Context: an optimization exercise on an open-source flow, tuned for small area and a short achievable clock period. The choices shown serve that exercise and are no tape-out recipe. Only simulation tests tie the RTL to the original design; equivalence was not proved.

==> inputs of v36 <==
==> flow/design.v <==
`default_nettype none
package cpuPkg;
  localparam int dataWidth    = 16;   
  localparam int instWidth    = 32;   
  localparam int regCount     = 16;
  localparam int regAddrWidth = 4;    
  localparam int memDepth     = 64;   
  localparam int memAddrWidth = 6;    
  localparam int shamtWidth   = 5;
  localparam int regResetStep = 10;
  localparam logic [5:0] opRtype = 6'b000000;
  localparam logic [5:0] opLh    = 6'b100001;
  localparam logic [5:0] opSh    = 6'b101001;
  localparam logic [5:0] opAddi  = 6'b001000;
  localparam logic [5:0] opAndi  = 6'b001100;
  localparam logic [5:0] opOri   = 6'b001101;
  localparam logic [5:0] opSlti  = 6'b001010;
  localparam logic [5:0] opLui   = 6'b001111;
  localparam logic [5:0] fnAdd = 6'b100000;
  localparam logic [5:0] fnSub = 6'b100010;
  localparam logic [5:0] fnAnd = 6'b100100;
  localparam logic [5:0] fnOr  = 6'b100101;
  localparam logic [5:0] fnNor = 6'b100111;
  localparam logic [5:0] fnSlt = 6'b101010;
  localparam logic [5:0] fnSll = 6'b000000;
  localparam logic [5:0] fnSrl = 6'b000010;
  localparam int selAdd = 0;   
  localparam int selSub = 1;
  localparam int selAnd = 2;   
  localparam int selOr  = 3;   
  localparam int selNor = 4;
  localparam int selSlt = 5;   
  localparam int selSll = 6;
  localparam int selSrl = 7;
  localparam int selLui = 8;   
  localparam int selMem = 9;   
  localparam int selCount = 10;
endpackage
`default_nettype wire
`timescale 1ns/10ps
`default_nettype none
module aluCore (
  input  wire logic [cpuPkg::dataWidth-1:0]   opA,
  input  wire logic [cpuPkg::dataWidth-1:0]   opB,
  input  wire logic [cpuPkg::selCount-1:0]    resSel,
  input  wire logic [cpuPkg::shamtWidth-1:0]  shamt,
  input  wire logic [cpuPkg::dataWidth-1:0]   memRdData,
  input  wire logic                           ovfAdd,
  input  wire logic                           ovfSub,
  output logic      [cpuPkg::dataWidth-1:0]   result,
  output logic                                overflow
);
  localparam int msb = cpuPkg::dataWidth - 1;
  localparam int w   = cpuPkg::dataWidth;
  logic [w-1:0] sum, diff;
  logic         lessThan;
  assign sum = opA + opB;
  assign {lessThan, diff} = {1'b0, opA} - {1'b0, opB};   
  always_comb begin
    result = ({w{resSel[cpuPkg::selAdd]}} & sum)
           | ({w{resSel[cpuPkg::selSub]}} & diff)
           | ({w{resSel[cpuPkg::selAnd]}} & (opA & opB))
           | ({w{resSel[cpuPkg::selOr]}}  & (opA | opB))
           | ({w{resSel[cpuPkg::selNor]}} & ~(opA | opB))
           | ({w{resSel[cpuPkg::selSlt]}} & {{msb{1'b0}}, lessThan})
           | ({w{resSel[cpuPkg::selSll]}} & (opB << shamt))
           | ({w{resSel[cpuPkg::selSrl]}} & (opB >> shamt))
           | ({w{resSel[cpuPkg::selLui]}} & opB)
           | ({w{resSel[cpuPkg::selMem]}} & memRdData);
  end
  assign overflow = (ovfAdd & (opA[msb] == opB[msb]) & (sum[msb] != opA[msb]))
                  | (ovfSub & (opA[msb] != opB[msb]) & (diff[msb] != opA[msb]));
endmodule
`default_nettype wire
`timescale 1ns/10ps
`default_nettype none
module regFile (
  input  wire logic                              clk,
  input  wire logic                              arstN,
  input  wire logic [cpuPkg::regAddrWidth-1:0]   rs,
  input  wire logic [cpuPkg::regAddrWidth-1:0]   rt,
  input  wire logic                              useImm,
  input  wire logic [cpuPkg::dataWidth-1:0]      imm,
  output logic      [cpuPkg::dataWidth-1:0]      rdA,
  output logic      [cpuPkg::dataWidth-1:0]      rdB,    
  output logic      [cpuPkg::dataWidth-1:0]      rdX,    
  input  wire logic                              wrEn,
  input  wire logic [cpuPkg::regAddrWidth-1:0]   wrAddr,
  input  wire logic [cpuPkg::dataWidth-1:0]      wrData
);
  localparam int n = cpuPkg::regCount;
  localparam int w = cpuPkg::dataWidth;
  logic [w-1:0] regs [n];
  assign regs[0] = '0;
  for (genvar i = 1; i < n; i++) begin : g_reg
    always_ff @(posedge clk or negedge arstN) begin
      if (!arstN)
        regs[i] <= w'(i * cpuPkg::regResetStep);
      else if (wrEn && (wrAddr == i))
        regs[i] <= wrData;
    end
  end
  always_comb begin
    rdA = '0;
    rdB = '0;
    rdX = useImm ? imm : '0;
    for (int i = 1; i < n; i++) begin
      rdA = rdA | (regs[i] & {w{rs == i}});
      rdB = rdB | (regs[i] & {w{rt == i}});
      rdX = rdX | (regs[i] & {w{!useImm && (rt == i)}});
    end
  end
endmodule
`default_nettype wire
`timescale 1ns/10ps
`default_nettype none
module dataMem (
  input  wire logic                              clk,
  input  wire logic                              arstN,
  input  wire logic [cpuPkg::memAddrWidth-1:0]   memAddr,
  input  wire logic [cpuPkg::dataWidth-1:0]      memWrData,
  input  wire logic                              memWe,
  output logic      [cpuPkg::dataWidth-1:0]      memRdData
);
  localparam int n = cpuPkg::memDepth;
  localparam int w = cpuPkg::dataWidth;
  logic [w-1:0] mem [n];
  logic [n-1:0] written;
  logic [n-1:0] hit;
  for (genvar i = 0; i < n; i++) begin : g_word
    assign hit[i] = (memAddr == i);
    always_ff @(posedge clk or negedge arstN) begin
      if (!arstN)
        written[i] <= 1'b0;
      else if (memWe && hit[i])
        written[i] <= 1'b1;
    end
    always_ff @(posedge clk) begin
      if (memWe && hit[i])
        mem[i] <= memWrData;
    end
  end
  always_comb begin
    memRdData = '0;
    for (int i = 0; i < n; i++)
      memRdData = memRdData | (mem[i] & {w{hit[i] && written[i]}});
  end
endmodule
`default_nettype wire
`timescale 1ns/10ps
`default_nettype none
module instDecoder (
  input  wire logic [cpuPkg::instWidth-1:0]  inst,
  output logic      [cpuPkg::selCount-1:0]   resSel,      
  output logic                               useImm,      
  output logic                               regWrite,
  output logic                               destIsRd,
  output logic                               memWrite,
  output logic                               illegalOp,
  output logic                               ovfAdd,
  output logic                               ovfSub
);
  logic [5:0] opcode;
  logic [5:0] funct;
  assign opcode = inst[31:26];
  assign funct  = inst[5:0];
  always_comb begin
    resSel    = '0;
    useImm    = 1'b0;
    regWrite  = 1'b0;
    destIsRd  = 1'b0;
    memWrite  = 1'b0;
    illegalOp = 1'b0;
    ovfAdd    = 1'b0;
    ovfSub    = 1'b0;
    case (opcode)
      cpuPkg::opRtype: begin
        regWrite = 1'b1;
        destIsRd = 1'b1;
        case (funct)
          cpuPkg::fnAdd: begin
            resSel[cpuPkg::selAdd] = 1'b1;
            ovfAdd = 1'b1;
          end
          cpuPkg::fnSub: begin
            resSel[cpuPkg::selSub] = 1'b1;
            ovfSub = 1'b1;
          end
          cpuPkg::fnAnd: resSel[cpuPkg::selAnd] = 1'b1;
          cpuPkg::fnOr:  resSel[cpuPkg::selOr]  = 1'b1;
          cpuPkg::fnNor: resSel[cpuPkg::selNor] = 1'b1;
          cpuPkg::fnSlt: resSel[cpuPkg::selSlt] = 1'b1;
          cpuPkg::fnSll: resSel[cpuPkg::selSll] = 1'b1;
          cpuPkg::fnSrl: resSel[cpuPkg::selSrl] = 1'b1;
          default: begin
            illegalOp = 1'b1;
            regWrite  = 1'b0;
            destIsRd  = 1'b0;
          end
        endcase
      end
      cpuPkg::opLh: begin
        resSel[cpuPkg::selMem] = 1'b1;
        useImm   = 1'b1;
        regWrite = 1'b1;
      end
      cpuPkg::opSh: begin
        resSel[cpuPkg::selAdd] = 1'b1;   
        useImm   = 1'b1;
        memWrite = 1'b1;
      end
      cpuPkg::opAddi: begin
        resSel[cpuPkg::selAdd] = 1'b1;
        useImm   = 1'b1;
        regWrite = 1'b1;
        ovfAdd   = 1'b1;
      end
      cpuPkg::opAndi: begin
        resSel[cpuPkg::selAnd] = 1'b1;
        useImm   = 1'b1;
        regWrite = 1'b1;
      end
      cpuPkg::opOri: begin
        resSel[cpuPkg::selOr] = 1'b1;
        useImm   = 1'b1;
        regWrite = 1'b1;
      end
      cpuPkg::opSlti: begin
        resSel[cpuPkg::selSlt] = 1'b1;
        useImm   = 1'b1;
        regWrite = 1'b1;
      end
      cpuPkg::opLui: begin
        resSel[cpuPkg::selLui] = 1'b1;
        useImm   = 1'b1;
        regWrite = 1'b1;
      end
      default: illegalOp = 1'b1;
    endcase
  end
endmodule
`default_nettype wire
`timescale 1ns/10ps
`default_nettype none
module execStage (
  input  wire logic                              clk,
  input  wire logic                              arstN,
  input  wire logic [cpuPkg::instWidth-1:0]      inst,
  input  wire logic                              instValid,
  input  wire logic [cpuPkg::selCount-1:0]       resSel,
  input  wire logic                              useImm,
  input  wire logic                              regWrite,
  input  wire logic                              destIsRd,
  input  wire logic                              memWrite,
  input  wire logic                              illegalOp,
  input  wire logic                              ovfAdd,
  input  wire logic                              ovfSub,
  output logic                                   resultValid,
  output logic      [cpuPkg::dataWidth-1:0]      result,
  output logic                                   overflow,
  output logic                                   illegal
);
  localparam int w = cpuPkg::dataWidth;
  logic [cpuPkg::regAddrWidth-1:0] rs, rt, wa;
  logic [w-1:0]                    rdA, rdB, rdX;
  assign rs = inst[24:21];   
  assign rt = inst[19:16];
  assign wa = destIsRd ? inst[14:11] : rt;
  logic                            dValid, dRegWr, dMemWr;
  logic [cpuPkg::regAddrWidth-1:0] dWa;
  logic [cpuPkg::selCount-1:0]     dSel;
  logic                            dOvfAdd, dOvfSub, dIllegal;
  logic [w-1:0]                    pA, pX, pS;
  logic                            bA, bX, bS;
  logic [w-1:0]                    wbData;
  logic                            aluOvf;
  always_ff @(posedge clk or negedge arstN) begin
    if (!arstN) begin
      dValid <= 1'b0;
      dRegWr <= 1'b0;
      dMemWr <= 1'b0;
    end else begin
      dValid <= instValid;
      dRegWr <= instValid & regWrite & (wa != '0);   
      dMemWr <= instValid & memWrite;
    end
  end
  always_ff @(posedge clk) begin
    dWa      <= wa;
    dSel     <= resSel;
    dOvfAdd  <= ovfAdd;
    dOvfSub  <= ovfSub;
    dIllegal <= illegalOp;
    pA       <= rdA;
    pX       <= rdX;
    pS       <= memWrite ? rdB : w'(inst[10:6]);   
    bA       <= dRegWr && (dWa == rs);
    bX       <= dRegWr && (dWa == rt) && !useImm;
    bS       <= dRegWr && (dWa == rt) && memWrite;
  end
  logic [w-1:0]                    opA, opX, stData;
  logic [cpuPkg::memAddrWidth-1:0] memAddr;
  logic [w-1:0]                    memRdData;
  assign opA    = bA ? result : pA;
  assign opX    = bX ? result : pX;
  assign stData = bS ? result : pS;
  assign memAddr = opA[cpuPkg::memAddrWidth-1:0] + opX[cpuPkg::memAddrWidth-1:0];
  regFile regs (
    .clk(clk), .arstN(arstN),
    .rs(rs), .rt(rt), .useImm(useImm), .imm(inst[15:0]),
    .rdA(rdA), .rdB(rdB), .rdX(rdX),
    .wrEn(dRegWr), .wrAddr(dWa), .wrData(wbData)
  );
  dataMem mem (
    .clk(clk), .arstN(arstN),
    .memAddr(memAddr), .memWrData(stData), .memWe(dMemWr),
    .memRdData(memRdData)
  );
  aluCore alu (
    .opA(opA), .opB(opX), .resSel(dSel), .shamt(pS[cpuPkg::shamtWidth-1:0]),
    .memRdData(memRdData), .ovfAdd(dOvfAdd), .ovfSub(dOvfSub),
    .result(wbData), .overflow(aluOvf)
  );
  always_ff @(posedge clk or negedge arstN) begin
    if (!arstN) resultValid <= 1'b0;
    else        resultValid <= dValid;
  end
  always_ff @(posedge clk) begin
    result   <= wbData;   
    overflow <= aluOvf;
    illegal  <= dIllegal;
  end
endmodule
`default_nettype wire
`timescale 1ns/10ps
`default_nettype none
module cpuTop (
  input  wire logic                          clk,
  input  wire logic                          arstN,
  input  wire logic [cpuPkg::instWidth-1:0]  inst,
  input  wire logic                          instValid,
  output logic                               resultValid,
  output logic      [cpuPkg::dataWidth-1:0]  result,
  output logic                               overflow,
  output logic                               illegal
);
  logic [cpuPkg::selCount-1:0] resSel;
  logic useImm, regWrite, destIsRd, memWrite, illegalOp, ovfAdd, ovfSub;
  instDecoder dec (
    .inst(inst), .resSel(resSel), .useImm(useImm), .regWrite(regWrite),
    .destIsRd(destIsRd), .memWrite(memWrite), .illegalOp(illegalOp),
    .ovfAdd(ovfAdd), .ovfSub(ovfSub)
  );
  execStage exec (
    .clk(clk), .arstN(arstN), .inst(inst), .instValid(instValid),
    .resSel(resSel), .useImm(useImm), .regWrite(regWrite),
    .destIsRd(destIsRd), .memWrite(memWrite), .illegalOp(illegalOp),
    .ovfAdd(ovfAdd), .ovfSub(ovfSub),
    .resultValid(resultValid), .result(result),
    .overflow(overflow), .illegal(illegal)
  );
endmodule
`default_nettype wire
==> flow/run.sh <==
#!/bin/bash
# synth_recipe.tcl (not shown) runs the flow's synth.tcl, then flattens the netlist and writes it again
# the make line also repeats each setting of config.mk as NAME=value (left out here)
make -C /OpenROAD-flow-scripts/flow DESIGN_CONFIG=/design/flow/config.mk WORK_HOME=/design/flow/orfs CLKGATE_MAP_FILE= SYNTH_SCRIPT=/design/flow/synth_recipe.tcl finish
==> flow/config.mk <==
export PLATFORM = sky130hd
export DESIGN_NAME = cpuTop
export DESIGN_NICKNAME = cpuTop
export VERILOG_FILES = /design/flow/design.v
export SDC_FILE = /design/flow/constraint.sdc
export NUM_CORES = 4
export LEC_CHECK = 0
export CAP_MARGIN = 20
export CORE_MARGIN = 2
export CORE_UTILIZATION = 35
export SETUP_SLACK_MARGIN = 0.2
export SLEW_MARGIN = 20
==> flow/constraint.sdc <==
create_clock -name core_clock -period 8.5 [get_ports {clk}]
set_input_delay 1.7000 -clock core_clock [delete_from_list [all_inputs] [get_ports {clk}]]
set_output_delay 1.7000 -clock core_clock [all_outputs]
set_load 0.01 [all_outputs]
==> v31: changes against v36 <==
==> flow/design.v, changed modules only <==
module aluCore (
  input  wire logic [cpuPkg::dataWidth-1:0]   opA,
  input  wire logic [cpuPkg::dataWidth-1:0]   opB,
  input  wire logic [cpuPkg::selCount-1:0]    resSel,
  input  wire logic [cpuPkg::shamtWidth-1:0]  shamt,
  input  wire logic                           ovfAdd,
  input  wire logic                           ovfSub,
  output logic      [cpuPkg::dataWidth-1:0]   result,
  output logic                                overflow
);
  localparam int msb = cpuPkg::dataWidth - 1;
  localparam int w   = cpuPkg::dataWidth;
  logic [w-1:0] sum, diff;
  logic         lessThan;
  assign sum = opA + opB;
  assign {lessThan, diff} = {1'b0, opA} - {1'b0, opB};   
  always_comb begin
    result = ({w{resSel[cpuPkg::selAdd]}} & sum)
           | ({w{resSel[cpuPkg::selSub]}} & diff)
           | ({w{resSel[cpuPkg::selAnd]}} & (opA & opB))
           | ({w{resSel[cpuPkg::selOr]}}  & (opA | opB))
           | ({w{resSel[cpuPkg::selNor]}} & ~(opA | opB))
           | ({w{resSel[cpuPkg::selSlt]}} & {{msb{1'b0}}, lessThan})
           | ({w{resSel[cpuPkg::selSll]}} & (opB << shamt))
           | ({w{resSel[cpuPkg::selSrl]}} & (opB >> shamt))
           | ({w{resSel[cpuPkg::selLui]}} & opB);   
  end
  assign overflow = (ovfAdd & (opA[msb] == opB[msb]) & (sum[msb] != opA[msb]))
                  | (ovfSub & (opA[msb] != opB[msb]) & (diff[msb] != opA[msb]));
endmodule
module regFile (
  input  wire logic                              clk,
  input  wire logic                              arstN,
  input  wire logic [cpuPkg::regAddrWidth-1:0]   rs,
  input  wire logic [cpuPkg::regAddrWidth-1:0]   rt,
  input  wire logic                              rdAEn,    
  input  wire logic                              rdBEn,
  output logic      [cpuPkg::dataWidth-1:0]      rdA,
  output logic      [cpuPkg::dataWidth-1:0]      rdB,
  input  wire logic                              wrEn,
  input  wire logic [cpuPkg::regAddrWidth-1:0]   wrAddr,
  input  wire logic [cpuPkg::dataWidth-1:0]      wrData
);
  localparam int n = cpuPkg::regCount;
  localparam int w = cpuPkg::dataWidth;
  logic [w-1:0] regs [n];
  logic [n-1:0] written;
  assign regs[0]    = '0;
  assign written[0] = 1'b1;
  for (genvar i = 1; i < n; i++) begin : g_reg
    always_ff @(posedge clk or negedge arstN) begin
      if (!arstN)
        written[i] <= 1'b0;
      else if (wrEn && (wrAddr == i))
        written[i] <= 1'b1;
    end
    always_ff @(posedge clk) begin
      if (wrEn && (wrAddr == i))
        regs[i] <= wrData;   
    end
  end
  always_comb begin
    rdA = '0;
    rdB = '0;
    for (int i = 1; i < n; i++) begin
      rdA = rdA | (regs[i] & {w{rdAEn && (rs == i) && written[i]}})
                | (w'(i * cpuPkg::regResetStep) & {w{rdAEn && (rs == i) && !written[i]}});
      rdB = rdB | (regs[i] & {w{rdBEn && (rt == i) && written[i]}})
                | (w'(i * cpuPkg::regResetStep) & {w{rdBEn && (rt == i) && !written[i]}});
    end
  end
endmodule
module dataMem (
  input  wire logic                              clk,
  input  wire logic                              arstN,
  input  wire logic [cpuPkg::memAddrWidth-1:0]   addrA,
  input  wire logic [cpuPkg::memAddrWidth-1:0]   addrB,
  input  wire logic [cpuPkg::dataWidth-1:0]      memWrData,
  input  wire logic                              memWe,
  input  wire logic                              memRe,     
  output logic      [cpuPkg::dataWidth-1:0]      memRdData
);
  localparam int n  = cpuPkg::memDepth;
  localparam int w  = cpuPkg::dataWidth;
  localparam int aw = cpuPkg::memAddrWidth;
  logic [w-1:0]  mem [n];
  logic [n-1:0]  written;
  logic [aw-1:0] p;
  logic [1:0]    bitOk [aw][2];
  logic [7:0]    loHit;        
  logic [7:0]    hiHit [2];    
  logic [n-1:0]  hit;
  assign p = addrA ^ addrB;
  always_comb begin
    bitOk[0][0] = {p[0], ~p[0]};
    bitOk[0][1] = {p[0], ~p[0]};
    for (int i = 1; i < aw; i++) begin
      bitOk[i][0] = {  (addrA[i-1] | addrB[i-1]) ^ p[i],
                     ~((addrA[i-1] | addrB[i-1]) ^ p[i])};
      bitOk[i][1] = {  (addrA[i-1] & addrB[i-1]) ^ p[i],
                     ~((addrA[i-1] & addrB[i-1]) ^ p[i])};
    end
  end
  for (genvar k = 0; k < 8; k++) begin : g_dec
    localparam logic [2:0] kb = k;
    assign loHit[k] = bitOk[0][0][kb[0]] & bitOk[1][kb[0]][kb[1]]
                    & bitOk[2][kb[1]][kb[2]];
    for (genvar h = 0; h < 2; h++) begin : g_hi
      assign hiHit[h][k] = bitOk[3][h][kb[0]] & bitOk[4][kb[0]][kb[1]]
                         & bitOk[5][kb[1]][kb[2]];
    end
  end
  for (genvar i = 0; i < n; i++) begin : g_word
    assign hit[i] = hiHit[(i / 4) % 2][i / 8] & loHit[i % 8];
    always_ff @(posedge clk or negedge arstN) begin
      if (!arstN)
        written[i] <= 1'b0;
      else if (memWe && hit[i])
        written[i] <= 1'b1;
    end
    always_ff @(posedge clk) begin
      if (memWe && hit[i])
        mem[i] <= memWrData;
    end
  end
  logic [w-1:0] half [16];
  always_comb begin
    memRdData = '0;
    for (int j = 0; j < 16; j++) begin
      half[j] = '0;
      for (int k = 0; k < 4; k++)
        half[j] = half[j] | (mem[4*j+k] & {w{loHit[(4*j+k) % 8] && written[4*j+k]}});
      memRdData = memRdData | (half[j] & {w{hiHit[j % 2][j / 2] && memRe}});
    end
  end
endmodule
module execStage (
  input  wire logic                              clk,
  input  wire logic                              arstN,
  input  wire logic [cpuPkg::instWidth-1:0]      inst,
  input  wire logic                              instValid,
  input  wire logic [cpuPkg::selCount-1:0]       resSel,
  input  wire logic                              useImm,
  input  wire logic                              regWrite,
  input  wire logic                              destIsRd,
  input  wire logic                              memWrite,
  input  wire logic                              illegalOp,
  input  wire logic                              ovfAdd,
  input  wire logic                              ovfSub,
  output logic                                   resultValid,
  output logic      [cpuPkg::dataWidth-1:0]      result,
  output logic                                   overflow,
  output logic                                   illegal
);
  localparam int w = cpuPkg::dataWidth;
  logic [cpuPkg::regAddrWidth-1:0] rs, rt, wa;
  logic [w-1:0]                    rdA, rdB;
  assign rs = inst[24:21];   
  assign rt = inst[19:16];
  assign wa = destIsRd ? inst[14:11] : rt;
  logic                            dValid, dRegWr, dMemWr;
  logic [cpuPkg::regAddrWidth-1:0] dWa;
  logic [cpuPkg::selCount-1:0]     dSel;
  logic                            dOvfAdd, dOvfSub, dIllegal;
  logic [w-1:0]                    pA, pX, pS;
  logic                            bA, bX, bS;
  logic                            aluOvf;
  logic [w-1:0]                    aluR, memR;
  logic                            wWr;
  logic [cpuPkg::regAddrWidth-1:0] wWa;
  assign result = aluR | memR;   
  always_ff @(posedge clk or negedge arstN) begin
    if (!arstN) begin
      dValid <= 1'b0;
      dRegWr <= 1'b0;
      dMemWr <= 1'b0;
      wWr    <= 1'b0;
    end else begin
      dValid <= instValid;
      dRegWr <= instValid & regWrite & (wa != '0);   
      dMemWr <= instValid & memWrite;
      wWr    <= dRegWr;
    end
  end
  logic nextBA, nextBX, nextBS, pendA, pendB;
  assign nextBA = dRegWr && (dWa == rs);
  assign nextBX = dRegWr && (dWa == rt) && !useImm;
  assign nextBS = dRegWr && (dWa == rt) && memWrite;
  assign pendA  = wWr && (wWa == rs) && !nextBA;
  assign pendB  = wWr && (wWa == rt) && !(dRegWr && (dWa == rt));
  logic [w-1:0] opBReg;
  assign opBReg = rdB | (result & {w{pendB}});
  always_ff @(posedge clk) begin
    dWa      <= wa;
    dSel     <= resSel;
    dOvfAdd  <= ovfAdd;
    dOvfSub  <= ovfSub;
    dIllegal <= illegalOp;
    pA       <= rdA | (result & {w{pendA}});
    pX       <= useImm ? inst[15:0] : opBReg;
    pS       <= memWrite ? opBReg : w'(inst[10:6]);   
    bA       <= nextBA;
    bX       <= nextBX;
    bS       <= nextBS;
  end
  logic [w-1:0]                    opA, opX, stData;
  logic [w-1:0]                    memRdData;   
  logic [w-1:0]                    aluData;
  assign opA    = pA | (aluR & {w{bA}}) | (memR & {w{bA}});
  assign opX    = pX | (aluR & {w{bX}}) | (memR & {w{bX}});
  assign stData = pS | (aluR & {w{bS}}) | (memR & {w{bS}});
  regFile regs (
    .clk(clk), .arstN(arstN),
    .rs(rs), .rt(rt),
    .rdAEn(!nextBA && !pendA),
    .rdBEn(!(dRegWr && (dWa == rt)) && !pendB),
    .rdA(rdA), .rdB(rdB),
    .wrEn(wWr), .wrAddr(wWa), .wrData(result)
  );
  dataMem mem (
    .clk(clk), .arstN(arstN),
    .addrA(opA[cpuPkg::memAddrWidth-1:0]), .addrB(opX[cpuPkg::memAddrWidth-1:0]),
    .memWrData(stData), .memWe(dMemWr), .memRe(dSel[cpuPkg::selMem]),
    .memRdData(memRdData)
  );
  aluCore alu (
    .opA(opA), .opB(opX), .resSel(dSel), .shamt(pS[cpuPkg::shamtWidth-1:0]),
    .ovfAdd(dOvfAdd), .ovfSub(dOvfSub),
    .result(aluData), .overflow(aluOvf)
  );
  always_ff @(posedge clk or negedge arstN) begin
    if (!arstN) resultValid <= 1'b0;
    else        resultValid <= dValid;
  end
  always_ff @(posedge clk) begin
    aluR     <= aluData;
    memR     <= memRdData;
    wWa      <= dWa;
    overflow <= aluOvf;
    illegal  <= dIllegal;
  end
endmodule
CTS_CLUSTER_DIAMETER = 80   (was default)
CTS_CLUSTER_SIZE = 22   (was default)
SETUP_SLACK_MARGIN = 4.5   (was 0.2)
==> qor summary <==
metric	v31	v36
Met1 Use GR	32.2%	35.8%
Post-synthesis simple-gate area fraction	9.44%	8.68%
Async S/R FF share, synth	5.78%	21.7%
GRT Util Overall	22.4%	27.1%
Fraction of cell area in non-clock buffers	4.06%	3.83%
Largest fanout of any net on the critical path	6	28
Post-route worst hold slack	0.273 ns	0.332 ns
Met2 global-route usage	33.9%	39.0%
Latest clock arrival within the worst-skew pair	0.77 ns	0.83 ns
Fraction of final layout cells sized beyond drive strength 1	18.8%	19.1%
Achievable Freq	246 MHz	134 MHz
Post-synthesis mux area share	1.29%	4.67%
Status	finished clean	finished clean
Count of inverters other than clock inverters in the layout	62	96

==> static timing again, ports no longer ideal <==
No port has a modelled driver above. Below, the same layouts with a new extraction and two added sets of constraints. Step 1 sets driving cells, clkbuf_16 on the clock port and buf_2 on the other inputs (assumed; they add their load-dependent delay and slew). Step 2 moves the port delays by t, midway between the first and last clock arrival at a register: inputs arrive t later, outputs are due t later. That takes back most of the time a late clock gives input paths. Slacks: ideal ports / drivers / drivers and shift; pairs: ideal ports / drivers.
| run | t, ns | setup slack, ns | cell pins on the clock port's net |
|---|---|---|---|
| v36 | 0.883 | 1.053 / 1.053 / 1.053 | 1 |
| v31 | 0.812 | 4.427 / 4.427 / 3.738 | 1 |
After both steps every run listed still meets setup and hold. The setup slack of v31, which loses most, moves by 0.000 ns with the drivers and by -0.689 ns with both steps.
